Context: an optimization exercise on an open-source flow, tuned for small area, a short achievable clock period and few clock cycles per item. The choices shown serve that exercise and are no tape-out recipe.
In this exercise RTL edits were held to simulation tests only and were not proved equivalent to the original.

==> inputs of build 24 <==
## svf_multichannel
module svf_multichannel #(
  parameter int SAMPLE_BITS = 16,
  parameter int CHANNELS    = 4,
  parameter int COEF_BITS   = 18
) (
  input  logic                            clk,
  input  logic                            rst,
  input  logic                            sample_clk,
  input  logic [CHANNELS*SAMPLE_BITS-1:0] in_data,
  input  logic [CHANNELS*COEF_BITS-1:0]   F,
  input  logic [CHANNELS*COEF_BITS-1:0]   Q1,
  input  logic [CHANNELS*2-1:0]           mode,
  input  logic [CHANNELS-1:0]             clear,
  output logic [CHANNELS*SAMPLE_BITS-1:0] out_data,
  output logic                            out_valid,
  output logic                            busy,
  output logic                            overrun
);
Settings: LEC_CHECK=0, CAP_MARGIN=20, CORE_MARGIN=2, CORE_UTILIZATION=55, SLEW_MARGIN=20, SYNTH_HIERARCHICAL=1; clock period 12.0 ns.
standard.sh (not shown) runs the stock make flow with config.mk's settings and CLKGATE_MAP_FILE= SYNTH_SCRIPT=/design/flow/synth_recipe.tcl, a recipe that flattens the netlist after the stock synthesis.
==> flow/flow/run.sh <==
#!/bin/bash
# The standard layout (standard synthesis included), with two changes to how the
# layout is made: timing repair is asked to leave more setup slack than the default,
# so that paths end up well inside the period, and the port buffers are buf_1 cells.
set -euo pipefail
bash standard.sh SETUP_SLACK_MARGIN=8 "BUFFER_PORTS_ARGS=-buffer_cell sky130_fd_sc_hd__buf_1" finish > standard_flow.log 2>&1
==> build 64: changes against build 24 <==
--- a/flow/design.v
+++ b/flow/design.v
@@ -14,13 +14,13 @@
   output logic [CHANNELS*SAMPLE_BITS-1:0] out_data,
   output logic                            out_valid,
   output logic                            busy,
   output logic                            overrun
 );
   localparam int W  = 19;
-  localparam int SP = 12;   
+  localparam int SP = 15;   
   function automatic logic [15:0] clamp16(input logic [W-1:0] v);
     if (v[18:15] == 4'b0000 || v[18:15] == 4'b1111) clamp16 = v[15:0];
     else clamp16 = v[18] ? 16'h8000 : 16'h7fff;
   endfunction
   logic       sc_hist_reg, busy_reg, out_valid_reg, overrun_reg, zero_reg;
   logic [2:0] ph_reg;
@@ -209,13 +209,13 @@
   assign co = (a & b) | (a & c) | (b & c);
 endmodule
 module svf_ha (input logic a, input logic b, output logic s, output logic co);
   assign s  = a ^ b;
   assign co = a & b;
 endmodule
-module svf_mac_f (input logic [18:0] a, input logic [8:0] one, two, neg, input logic [18:0] c, output logic [23:0] ys, yc, output logic cl);
+module svf_mac_f (input logic [18:0] a, input logic [8:0] one, two, neg, input logic [18:0] c, output logic [20:0] ys, yc, output logic cl);
   wire [20:0] ae = {{2{a[18]}}, a};
   wire p0_0 = (one[0] & ae[0]) ^ neg[0];
   wire p0_1 = ((one[0] & ae[1]) | (two[0] & ae[0])) ^ neg[0];
   wire p0_2 = ((one[0] & ae[2]) | (two[0] & ae[1])) ^ neg[0];
   wire p0_3 = ((one[0] & ae[3]) | (two[0] & ae[2])) ^ neg[0];
   wire p0_4 = ((one[0] & ae[4]) | (two[0] & ae[3])) ^ neg[0];
@@ -473,47 +473,43 @@
   svf_fa u_t67 (.a(p7_5), .b(p8_3), .c(c[2]), .s(t67), .co(t68));
   wire t69, t70;
   svf_fa u_t69 (.a(t8), .b(t9), .c(t11), .s(t69), .co(t70));
   wire t71, t72;
   svf_fa u_t71 (.a(p5_10), .b(p6_8), .c(p7_6), .s(t71), .co(t72));
   wire t73, t74;
-  assign t73 = ~(p8_4 ^ c[3]);
-  assign t74 = p8_4 | c[3];
+  svf_fa u_t73 (.a(p8_4), .b(c[3]), .c(1'b1), .s(t73), .co(t74));
   wire t75, t76;
   svf_fa u_t75 (.a(t10), .b(t12), .c(t13), .s(t75), .co(t76));
   wire t77, t78;
   svf_fa u_t77 (.a(t15), .b(p6_9), .c(p7_7), .s(t77), .co(t78));
   wire t79, t80;
-  assign t79 = ~(p8_5 ^ c[4]);
-  assign t80 = p8_5 | c[4];
+  svf_fa u_t79 (.a(p8_5), .b(c[4]), .c(1'b1), .s(t79), .co(t80));
   wire t81, t82;
   svf_fa u_t81 (.a(t14), .b(t16), .c(t17), .s(t81), .co(t82));
   wire t83, t84;
   svf_fa u_t83 (.a(p4_14), .b(p5_12), .c(p6_10), .s(t83), .co(t84));
   wire t85, t86;
   svf_fa u_t85 (.a(p7_8), .b(p8_6), .c(c[5]), .s(t85), .co(t86));
   wire t87, t88;
   svf_fa u_t87 (.a(t18), .b(t19), .c(p4_15), .s(t87), .co(t88));
   wire t89, t90;
   svf_fa u_t89 (.a(p5_13), .b(p6_11), .c(p7_9), .s(t89), .co(t90));
   wire t91, t92;
-  assign t91 = ~(p8_7 ^ c[6]);
-  assign t92 = p8_7 | c[6];
+  svf_fa u_t91 (.a(p8_7), .b(c[6]), .c(1'b1), .s(t91), .co(t92));
   wire t93, t94;
   svf_fa u_t93 (.a(t20), .b(~p2_20), .c(p3_18), .s(t93), .co(t94));
   wire t95, t96;
   svf_fa u_t95 (.a(p4_16), .b(p5_14), .c(p6_12), .s(t95), .co(t96));
   wire t97, t98;
   svf_fa u_t97 (.a(p7_10), .b(p8_8), .c(c[7]), .s(t97), .co(t98));
   wire t99, t100;
   svf_fa u_t99 (.a(p3_19), .b(p4_17), .c(p5_15), .s(t99), .co(t100));
   wire t101, t102;
   svf_fa u_t101 (.a(p6_13), .b(p7_11), .c(p8_9), .s(t101), .co(t102));
   wire t103, t104;
-  assign t103 = ~c[8];
-  assign t104 = c[8];
+  svf_ha u_t103 (.a(c[8]), .b(1'b1), .s(t103), .co(t104));
   wire t105, t106;
   svf_fa u_t105 (.a(~p3_20), .b(p4_18), .c(p5_16), .s(t105), .co(t106));
   wire t107, t108;
   svf_fa u_t107 (.a(p6_14), .b(p7_12), .c(p8_10), .s(t107), .co(t108));
   wire t109, t110;
   svf_fa u_t109 (.a(p4_19), .b(p5_17), .c(p6_15), .s(t109), .co(t110));
@@ -603,32 +599,29 @@
   svf_fa u_t193 (.a(t100), .b(t102), .c(t104), .s(t193), .co(t194));
   wire t195, t196;
   svf_fa u_t195 (.a(t105), .b(t107), .c(c[9]), .s(t195), .co(t196));
   wire t197, t198;
   svf_fa u_t197 (.a(t106), .b(t108), .c(t109), .s(t197), .co(t198));
   wire t199, t200;
-  assign t199 = ~(t111 ^ c[10]);
-  assign t200 = t111 | c[10];
+  svf_fa u_t199 (.a(t111), .b(c[10]), .c(1'b1), .s(t199), .co(t200));
   wire t201, t202;
   svf_fa u_t201 (.a(t110), .b(t112), .c(t113), .s(t201), .co(t202));
   wire t203, t204;
   svf_fa u_t203 (.a(p7_14), .b(p8_12), .c(c[11]), .s(t203), .co(t204));
   wire t205, t206;
   svf_fa u_t205 (.a(t114), .b(t115), .c(p7_15), .s(t205), .co(t206));
   wire t207, t208;
-  assign t207 = ~(p8_13 ^ c[12]);
-  assign t208 = p8_13 | c[12];
+  svf_fa u_t207 (.a(p8_13), .b(c[12]), .c(1'b1), .s(t207), .co(t208));
   wire t209, t210;
   svf_fa u_t209 (.a(t116), .b(~p5_20), .c(p6_18), .s(t209), .co(t210));
   wire t211, t212;
   svf_fa u_t211 (.a(p7_16), .b(p8_14), .c(c[13]), .s(t211), .co(t212));
   wire t213, t214;
   svf_fa u_t213 (.a(p6_19), .b(p7_17), .c(p8_15), .s(t213), .co(t214));
   wire t215, t216;
-  assign t215 = ~c[14];
-  assign t216 = c[14];
+  svf_ha u_t215 (.a(c[14]), .b(1'b1), .s(t215), .co(t216));
   wire t217, t218;
   svf_fa u_t217 (.a(~p6_20), .b(p7_18), .c(p8_16), .s(t217), .co(t218));
   wire t219, t220;
   svf_ha u_t219 (.a(p7_19), .b(p8_17), .s(t219), .co(t220));
   wire t221, t222;
   svf_ha u_t221 (.a(p0_4), .b(p1_2), .s(t221), .co(t222));
@@ -754,27 +747,25 @@
   svf_fa u_t341 (.a(t272), .b(t273), .c(t211), .s(t341), .co(t342));
   wire t343, t344;
   svf_fa u_t343 (.a(t274), .b(t275), .c(t215), .s(t343), .co(t344));
   wire t345, t346;
   svf_fa u_t345 (.a(t276), .b(t277), .c(c[15]), .s(t345), .co(t346));
   wire t347, t348;
-  assign t347 = ~(t278 ^ t279);
-  assign t348 = t278 | t279;
+  svf_fa u_t347 (.a(t278), .b(t279), .c(1'b1), .s(t347), .co(t348));
   wire t349, t350;
   svf_fa u_t349 (.a(t280), .b(t281), .c(c[17]), .s(t349), .co(t350));
   wire t351, t352;
-  assign t351 = ~(t282 ^ t283);
-  assign t352 = t282 | t283;
+  svf_fa u_t351 (.a(t282), .b(t283), .c(1'b1), .s(t351), .co(t352));
   wire [35:0] ra = {t350, t348, t346, t344, t342, t340, t338, t336, t334, t332, t330, t328, t326, t324, t322, t320, t318, t316, t314, t312, t310, t308, t306, t304, t302, t300, t298, t296, t294, t292, t290, t288, t286, t285, p0_1, p0_0};
   wire [35:0] rb = {t351, t349, t347, t345, t343, t341, t339, t337, t335, t333, t331, t329, t327, t325, t323, t321, t319, t317, t315, t313, t311, t309, t307, t305, t303, t301, t299, t297, t295, t293, t291, t289, t287, neg[1], 1'b0, neg[0]};
-  wire [12:0] sl = {1'b0, ra[11:0]} + {1'b0, rb[11:0]};
-  assign cl = sl[12];
-  assign ys = ra[35:12];
-  assign yc = rb[35:12];
+  wire [15:0] sl = {1'b0, ra[14:0]} + {1'b0, rb[14:0]};
+  assign cl = sl[15];
+  assign ys = ra[35:15];
+  assign yc = rb[35:15];
 endmodule
-module svf_mac_q (input logic [18:0] a, input logic [8:0] one, two, neg, input logic [18:0] c, output logic [22:0] ys, yc, output logic cl);
+module svf_mac_q (input logic [18:0] a, input logic [8:0] one, two, neg, input logic [18:0] c, output logic [19:0] ys, yc, output logic cl);
   wire [20:0] ae = {{2{a[18]}}, a};
   wire p0_0 = (one[0] & ae[0]) ^ neg[0];
   wire p0_1 = ((one[0] & ae[1]) | (two[0] & ae[0])) ^ neg[0];
   wire p0_2 = ((one[0] & ae[2]) | (two[0] & ae[1])) ^ neg[0];
   wire p0_3 = ((one[0] & ae[3]) | (two[0] & ae[2])) ^ neg[0];
   wire p0_4 = ((one[0] & ae[4]) | (two[0] & ae[3])) ^ neg[0];
@@ -1014,28 +1005,25 @@
   svf_ha u_t49 (.a(p6_0), .b(neg[6]), .s(t49), .co(t50));
   wire t51, t52;
   svf_fa u_t51 (.a(p0_13), .b(p1_11), .c(p2_9), .s(t51), .co(t52));
   wire t53, t54;
   svf_fa u_t53 (.a(p3_7), .b(p4_5), .c(p5_3), .s(t53), .co(t54));
   wire t55, t56;
-  assign t55 = ~p6_1;
-  assign t56 = p6_1;
+  svf_ha u_t55 (.a(p6_1), .b(1'b1), .s(t55), .co(t56));
   wire t57, t58;
   svf_fa u_t57 (.a(t1), .b(p2_10), .c(p3_8), .s(t57), .co(t58));
   wire t59, t60;
   svf_fa u_t59 (.a(p4_6), .b(p5_4), .c(p6_2), .s(t59), .co(t60));
   wire t61, t62;
-  assign t61 = ~(p7_0 ^ neg[7]);
-  assign t62 = p7_0 | neg[7];
+  svf_fa u_t61 (.a(p7_0), .b(neg[7]), .c(1'b1), .s(t61), .co(t62));
   wire t63, t64;
   svf_fa u_t63 (.a(t2), .b(t3), .c(p2_11), .s(t63), .co(t64));
   wire t65, t66;
   svf_fa u_t65 (.a(p3_9), .b(p4_7), .c(p5_5), .s(t65), .co(t66));
   wire t67, t68;
-  assign t67 = ~(p6_3 ^ p7_1);
-  assign t68 = p6_3 | p7_1;
+  svf_fa u_t67 (.a(p6_3), .b(p7_1), .c(1'b1), .s(t67), .co(t68));
   wire t69, t70;
   svf_fa u_t69 (.a(t4), .b(t5), .c(t7), .s(t69), .co(t70));
   wire t71, t72;
   svf_fa u_t71 (.a(p5_6), .b(p6_4), .c(p7_2), .s(t71), .co(t72));
   wire t73, t74;
   svf_fa u_t73 (.a(p8_0), .b(neg[8]), .c(c[0]), .s(t73), .co(t74));
@@ -1059,47 +1047,43 @@
   svf_fa u_t91 (.a(p7_5), .b(p8_3), .c(c[3]), .s(t91), .co(t92));
   wire t93, t94;
   svf_fa u_t93 (.a(t18), .b(t20), .c(t21), .s(t93), .co(t94));
   wire t95, t96;
   svf_fa u_t95 (.a(t23), .b(p6_8), .c(p7_6), .s(t95), .co(t96));
   wire t97, t98;
-  assign t97 = ~(p8_4 ^ c[4]);
-  assign t98 = p8_4 | c[4];
+  svf_fa u_t97 (.a(p8_4), .b(c[4]), .c(1'b1), .s(t97), .co(t98));
   wire t99, t100;
   svf_fa u_t99 (.a(t22), .b(t24), .c(t25), .s(t99), .co(t100));
   wire t101, t102;
   svf_fa u_t101 (.a(t27), .b(p6_9), .c(p7_7), .s(t101), .co(t102));
   wire t103, t104;
-  assign t103 = ~(p8_5 ^ c[5]);
-  assign t104 = p8_5 | c[5];
+  svf_fa u_t103 (.a(p8_5), .b(c[5]), .c(1'b1), .s(t103), .co(t104));
   wire t105, t106;
   svf_fa u_t105 (.a(t26), .b(t28), .c(t29), .s(t105), .co(t106));
   wire t107, t108;
   svf_fa u_t107 (.a(p4_14), .b(p5_12), .c(p6_10), .s(t107), .co(t108));
   wire t109, t110;
   svf_fa u_t109 (.a(p7_8), .b(p8_6), .c(c[6]), .s(t109), .co(t110));
   wire t111, t112;
   svf_fa u_t111 (.a(t30), .b(t31), .c(p4_15), .s(t111), .co(t112));
   wire t113, t114;
   svf_fa u_t113 (.a(p5_13), .b(p6_11), .c(p7_9), .s(t113), .co(t114));
   wire t115, t116;
-  assign t115 = ~(p8_7 ^ c[7]);
-  assign t116 = p8_7 | c[7];
+  svf_fa u_t115 (.a(p8_7), .b(c[7]), .c(1'b1), .s(t115), .co(t116));
   wire t117, t118;
   svf_fa u_t117 (.a(t32), .b(~p2_20), .c(p3_18), .s(t117), .co(t118));
   wire t119, t120;
   svf_fa u_t119 (.a(p4_16), .b(p5_14), .c(p6_12), .s(t119), .co(t120));
   wire t121, t122;
   svf_fa u_t121 (.a(p7_10), .b(p8_8), .c(c[8]), .s(t121), .co(t122));
   wire t123, t124;
   svf_fa u_t123 (.a(p3_19), .b(p4_17), .c(p5_15), .s(t123), .co(t124));
   wire t125, t126;
   svf_fa u_t125 (.a(p6_13), .b(p7_11), .c(p8_9), .s(t125), .co(t126));
   wire t127, t128;
-  assign t127 = ~c[9];
-  assign t128 = c[9];
+  svf_ha u_t127 (.a(c[9]), .b(1'b1), .s(t127), .co(t128));
   wire t129, t130;
   svf_fa u_t129 (.a(~p3_20), .b(p4_18), .c(p5_16), .s(t129), .co(t130));
   wire t131, t132;
   svf_fa u_t131 (.a(p6_14), .b(p7_12), .c(p8_10), .s(t131), .co(t132));
   wire t133, t134;
   svf_fa u_t133 (.a(p4_19), .b(p5_17), .c(p6_15), .s(t133), .co(t134));
@@ -1117,39 +1101,33 @@
   svf_fa u_t145 (.a(p0_6), .b(p1_4), .c(p2_2), .s(t145), .co(t146));
   wire t147, t148;
   svf_ha u_t147 (.a(p3_0), .b(neg[3]), .s(t147), .co(t148));
   wire t149, t150;
   svf_fa u_t149 (.a(p0_7), .b(p1_5), .c(p2_3), .s(t149), .co(t150));
   wire t151, t152;
-  assign t151 = ~p3_1;
-  assign t152 = p3_1;
+  svf_ha u_t151 (.a(p3_1), .b(1'b1), .s(t151), .co(t152));
   wire t153, t154;
   svf_fa u_t153 (.a(t33), .b(p2_4), .c(p3_2), .s(t153), .co(t154));
   wire t155, t156;
-  assign t155 = ~(p4_0 ^ neg[4]);
-  assign t156 = p4_0 | neg[4];
+  svf_fa u_t155 (.a(p4_0), .b(neg[4]), .c(1'b1), .s(t155), .co(t156));
   wire t157, t158;
   svf_fa u_t157 (.a(t34), .b(t35), .c(p2_5), .s(t157), .co(t158));
   wire t159, t160;
-  assign t159 = ~(p3_3 ^ p4_1);
-  assign t160 = p3_3 | p4_1;
+  svf_fa u_t159 (.a(p3_3), .b(p4_1), .c(1'b1), .s(t159), .co(t160));
   wire t161, t162;
   svf_fa u_t161 (.a(t36), .b(t37), .c(t39), .s(t161), .co(t162));
   wire t163, t164;
-  assign t163 = ~(p5_0 ^ neg[5]);
-  assign t164 = p5_0 | neg[5];
+  svf_fa u_t163 (.a(p5_0), .b(neg[5]), .c(1'b1), .s(t163), .co(t164));
   wire t165, t166;
   svf_fa u_t165 (.a(t38), .b(t40), .c(t41), .s(t165), .co(t166));
   wire t167, t168;
-  assign t167 = ~(t43 ^ p5_1);
-  assign t168 = t43 | p5_1;
+  svf_fa u_t167 (.a(t43), .b(p5_1), .c(1'b1), .s(t167), .co(t168));
   wire t169, t170;
   svf_fa u_t169 (.a(t42), .b(t44), .c(t45), .s(t169), .co(t170));
   wire t171, t172;
-  assign t171 = ~(t47 ^ t49);
-  assign t172 = t47 | t49;
+  svf_fa u_t171 (.a(t47), .b(t49), .c(1'b1), .s(t171), .co(t172));
   wire t173, t174;
   svf_fa u_t173 (.a(t46), .b(t48), .c(t50), .s(t173), .co(t174));
   wire t175, t176;
   svf_fa u_t175 (.a(t51), .b(t53), .c(t55), .s(t175), .co(t176));
   wire t177, t178;
   svf_fa u_t177 (.a(t52), .b(t54), .c(t56), .s(t177), .co(t178));
@@ -1203,32 +1181,29 @@
   svf_fa u_t225 (.a(t124), .b(t126), .c(t128), .s(t225), .co(t226));
   wire t227, t228;
   svf_fa u_t227 (.a(t129), .b(t131), .c(c[10]), .s(t227), .co(t228));
   wire t229, t230;
   svf_fa u_t229 (.a(t130), .b(t132), .c(t133), .s(t229), .co(t230));
   wire t231, t232;
-  assign t231 = ~(t135 ^ c[11]);
-  assign t232 = t135 | c[11];
+  svf_fa u_t231 (.a(t135), .b(c[11]), .c(1'b1), .s(t231), .co(t232));
   wire t233, t234;
   svf_fa u_t233 (.a(t134), .b(t136), .c(t137), .s(t233), .co(t234));
   wire t235, t236;
   svf_fa u_t235 (.a(p7_14), .b(p8_12), .c(c[12]), .s(t235), .co(t236));
   wire t237, t238;
   svf_fa u_t237 (.a(t138), .b(t139), .c(p7_15), .s(t237), .co(t238));
   wire t239, t240;
-  assign t239 = ~(p8_13 ^ c[13]);
-  assign t240 = p8_13 | c[13];
+  svf_fa u_t239 (.a(p8_13), .b(c[13]), .c(1'b1), .s(t239), .co(t240));
   wire t241, t242;
   svf_fa u_t241 (.a(t140), .b(~p5_20), .c(p6_18), .s(t241), .co(t242));
   wire t243, t244;
   svf_fa u_t243 (.a(p7_16), .b(p8_14), .c(c[14]), .s(t243), .co(t244));
   wire t245, t246;
   svf_fa u_t245 (.a(p6_19), .b(p7_17), .c(p8_15), .s(t245), .co(t246));
   wire t247, t248;
-  assign t247 = ~c[15];
-  assign t248 = c[15];
+  svf_ha u_t247 (.a(c[15]), .b(1'b1), .s(t247), .co(t248));
   wire t249, t250;
   svf_fa u_t249 (.a(~p6_20), .b(p7_18), .c(p8_16), .s(t249), .co(t250));
   wire t251, t252;
   svf_ha u_t251 (.a(p7_19), .b(p8_17), .s(t251), .co(t252));
   wire t253, t254;
   svf_ha u_t253 (.a(p0_2), .b(p1_0), .s(t253), .co(t254));
@@ -1296,29 +1271,23 @@
   svf_fa u_t315 (.a(t250), .b(t251), .c(c[17]), .s(t315), .co(t316));
   wire t317, t318;
   svf_fa u_t317 (.a(t252), .b(~p7_20), .c(p8_18), .s(t317), .co(t318));
   wire t319, t320;
   svf_ha u_t319 (.a(p0_0), .b(neg[0]), .s(t319), .co(t320));
   wire t321, t322;
-  assign t321 = ~p0_1;
-  assign t322 = p0_1;
+  svf_ha u_t321 (.a(p0_1), .b(1'b1), .s(t321), .co(t322));
   wire t323, t324;
-  assign t323 = ~(t253 ^ neg[1]);
-  assign t324 = t253 | neg[1];
+  svf_fa u_t323 (.a(t253), .b(neg[1]), .c(1'b1), .s(t323), .co(t324));
   wire t325, t326;
-  assign t325 = ~(t254 ^ t255);
-  assign t326 = t254 | t255;
+  svf_fa u_t325 (.a(t254), .b(t255), .c(1'b1), .s(t325), .co(t326));
   wire t327, t328;
-  assign t327 = ~(t256 ^ t257);
-  assign t328 = t256 | t257;
+  svf_fa u_t327 (.a(t256), .b(t257), .c(1'b1), .s(t327), .co(t328));
   wire t329, t330;
-  assign t329 = ~(t258 ^ t259);
-  assign t330 = t258 | t259;
+  svf_fa u_t329 (.a(t258), .b(t259), .c(1'b1), .s(t329), .co(t330));
   wire t331, t332;
-  assign t331 = ~(t260 ^ t261);
-  assign t332 = t260 | t261;
+  svf_fa u_t331 (.a(t260), .b(t261), .c(1'b1), .s(t331), .co(t332));
   wire t333, t334;
   svf_fa u_t333 (.a(t262), .b(t263), .c(t151), .s(t333), .co(t334));
   wire t335, t336;
   svf_fa u_t335 (.a(t264), .b(t265), .c(t155), .s(t335), .co(t336));
   wire t337, t338;
   svf_fa u_t337 (.a(t266), .b(t267), .c(t159), .s(t337), .co(t338));
@@ -1366,32 +1335,31 @@
   svf_fa u_t379 (.a(t308), .b(t309), .c(t243), .s(t379), .co(t380));
   wire t381, t382;
   svf_fa u_t381 (.a(t310), .b(t311), .c(t247), .s(t381), .co(t382));
   wire t383, t384;
   svf_fa u_t383 (.a(t312), .b(t313), .c(c[16]), .s(t383), .co(t384));
   wire t385, t386;
-  assign t385 = ~(t314 ^ t315);
-  assign t386 = t314 | t315;
+  svf_fa u_t385 (.a(t314), .b(t315), .c(1'b1), .s(t385), .co(t386));
   wire t387, t388;
   svf_fa u_t387 (.a(t316), .b(t317), .c(c[18]), .s(t387), .co(t388));
   wire [34:0] ra = {t386, t384, t382, t380, t378, t376, t374, t372, t370, t368, t366, t364, t362, t360, t358, t356, t354, t352, t350, t348, t346, t344, t342, t340, t338, t336, t334, t332, t330, t328, t326, t324, t322, t320, t319};
   wire [34:0] rb = {t387, t385, t383, t381, t379, t377, t375, t373, t371, t369, t367, t365, t363, t361, t359, t357, t355, t353, t351, t349, t347, t345, t343, t341, t339, t337, t335, t333, t331, t329, t327, t325, t323, t321, 1'b1};
-  wire [12:0] sl = {1'b0, ra[11:0]} + {1'b0, rb[11:0]};
-  assign cl = sl[12];
-  assign ys = ra[34:12];
-  assign yc = rb[34:12];
+  wire [15:0] sl = {1'b0, ra[14:0]} + {1'b0, rb[14:0]};
+  assign cl = sl[15];
+  assign ys = ra[34:15];
+  assign yc = rb[34:15];
 endmodule
-module svf_s2 (input logic [23:0] fs, fc, input logic fl,
-               input logic [22:0] qs, qc, input logic ql,
+module svf_s2 (input logic [20:0] fs, fc, input logic fl,
+               input logic [19:0] qs, qc, input logic ql,
                output logic [18:0] lpn, hp);
-  wire [5:0] fl_sum = {1'b0, fs[4:0]} + {1'b0, fc[4:0]} + 6'(fl);
-  wire c1 = fl_sum[5];
-  wire [4:0] ql_sum = {1'b0, qs[3:0]} + {1'b0, qc[3:0]} + 5'(ql);
-  wire c2 = ql_sum[4];
-  wire [18:0] fsh = fs[23:5], fch = fc[23:5];
-  wire [18:0] qsh = qs[22:4], qch = qc[22:4];
+  wire [2:0] fl_sum = {1'b0, fs[1:0]} + {1'b0, fc[1:0]} + 3'(fl);
+  wire c1 = fl_sum[2];
+  wire [1:0] ql_sum = {1'b0, qs[0:0]} + {1'b0, qc[0:0]} + 2'(ql);
+  wire c2 = ql_sum[1];
+  wire [18:0] fsh = fs[20:2], fch = fc[20:2];
+  wire [18:0] qsh = qs[19:1], qch = qc[19:1];
   wire [19:0] lp_sum = {fsh, c1} + {fch, c1};
   assign lpn = lp_sum[19:1];
   wire [18:0] nfs = ~fsh, nfc = ~fch;
   wire h1, h2;
   svf_ha u_h1 (.a(qsh[0]), .b(qch[0]), .s(h1), .co(h2));
   wire h3, h4;
CORE_UTILIZATION = 40   (was 55)
==> comparison table <==
Adder-cell share of the synthesized area: build 64 27.43%; build 24 26.29%
Post-route worst hold slack: build 64 0.3189 ns; build 24 0.3224 ns
Achievable Freq: build 64 248.7 MHz; build 24 254.8 MHz
Number of nets in the final layout: build 64 4,870; build 24 4,985
Area taken by multi-input logic gates: build 64 28,340 um^2; build 24 27,860 um^2
Initial antenna violation count: build 64 5; build 24 1
Total vias in the final route: build 64 30,120; build 24 30,600
Status: build 64 timing/DRC/antenna clean; build 24 timing/DRC/antenna clean
Area fraction of the dominant cell type after synthesis: build 64 22.51%; build 24 23.10%
GR Util All Layers: build 64 20.55%; build 24 27.92%
Synth Area in XOR/XNOR: build 64 11.44%; build 24 11.34%
Std-Cell Core Area: build 64 116,500 um^2; build 24 85,410 um^2
Relative max-transition margin: build 64 21.75%; build 24 20.87%
DRT Wirelength: build 64 126,100 um; build 24 124,700 um
Largest clock skew in the final design: build 64 0.04185 ns; build 24 0.01722 ns
Count of filler cells inserted in the layout: build 64 10,810; build 24 7,299
Testbench counts of build 24, summed over its fixed seeds: cycles 25,608, frames 3,200.
Testbench counts of build 64, summed over its fixed seeds: cycles 25,608, frames 3,200.

==> static timing again, ports no longer ideal <==
How much do the figures lean on ideal ports? The routed layouts below were timed once more, with nothing changed but the port constraints. Step 1: set_driving_cell puts a clkbuf_16 on clk and a buf_2 on each other input, an assumption about the parent block. Step 2 times the ports against the registers' clock, not the clock port: input delays grow and output delays shrink by t, the midpoint of the rising clock arrivals with the driver on. Slacks: no drivers / after step 1 / after step 2; pairs: no drivers / after step 1.
run | t (ns) | setup slack, ns | hold WS [ns] | worst data-port slew with drivers (ns)
build 24 | 0.708 | 8.075 / 8.006 / 8.039 | 0.322 / 0.322 / 0.322 | 0.09
build 64 | 0.724 | 7.979 / 7.979 / 7.718 | 0.319 / 0.319 / 0.319 | 0.13
After both steps setup and hold are still met in every run listed. The setup slack of build 64, which loses most, moves by 0.000 ns with the drivers and by -0.261 ns with both steps.
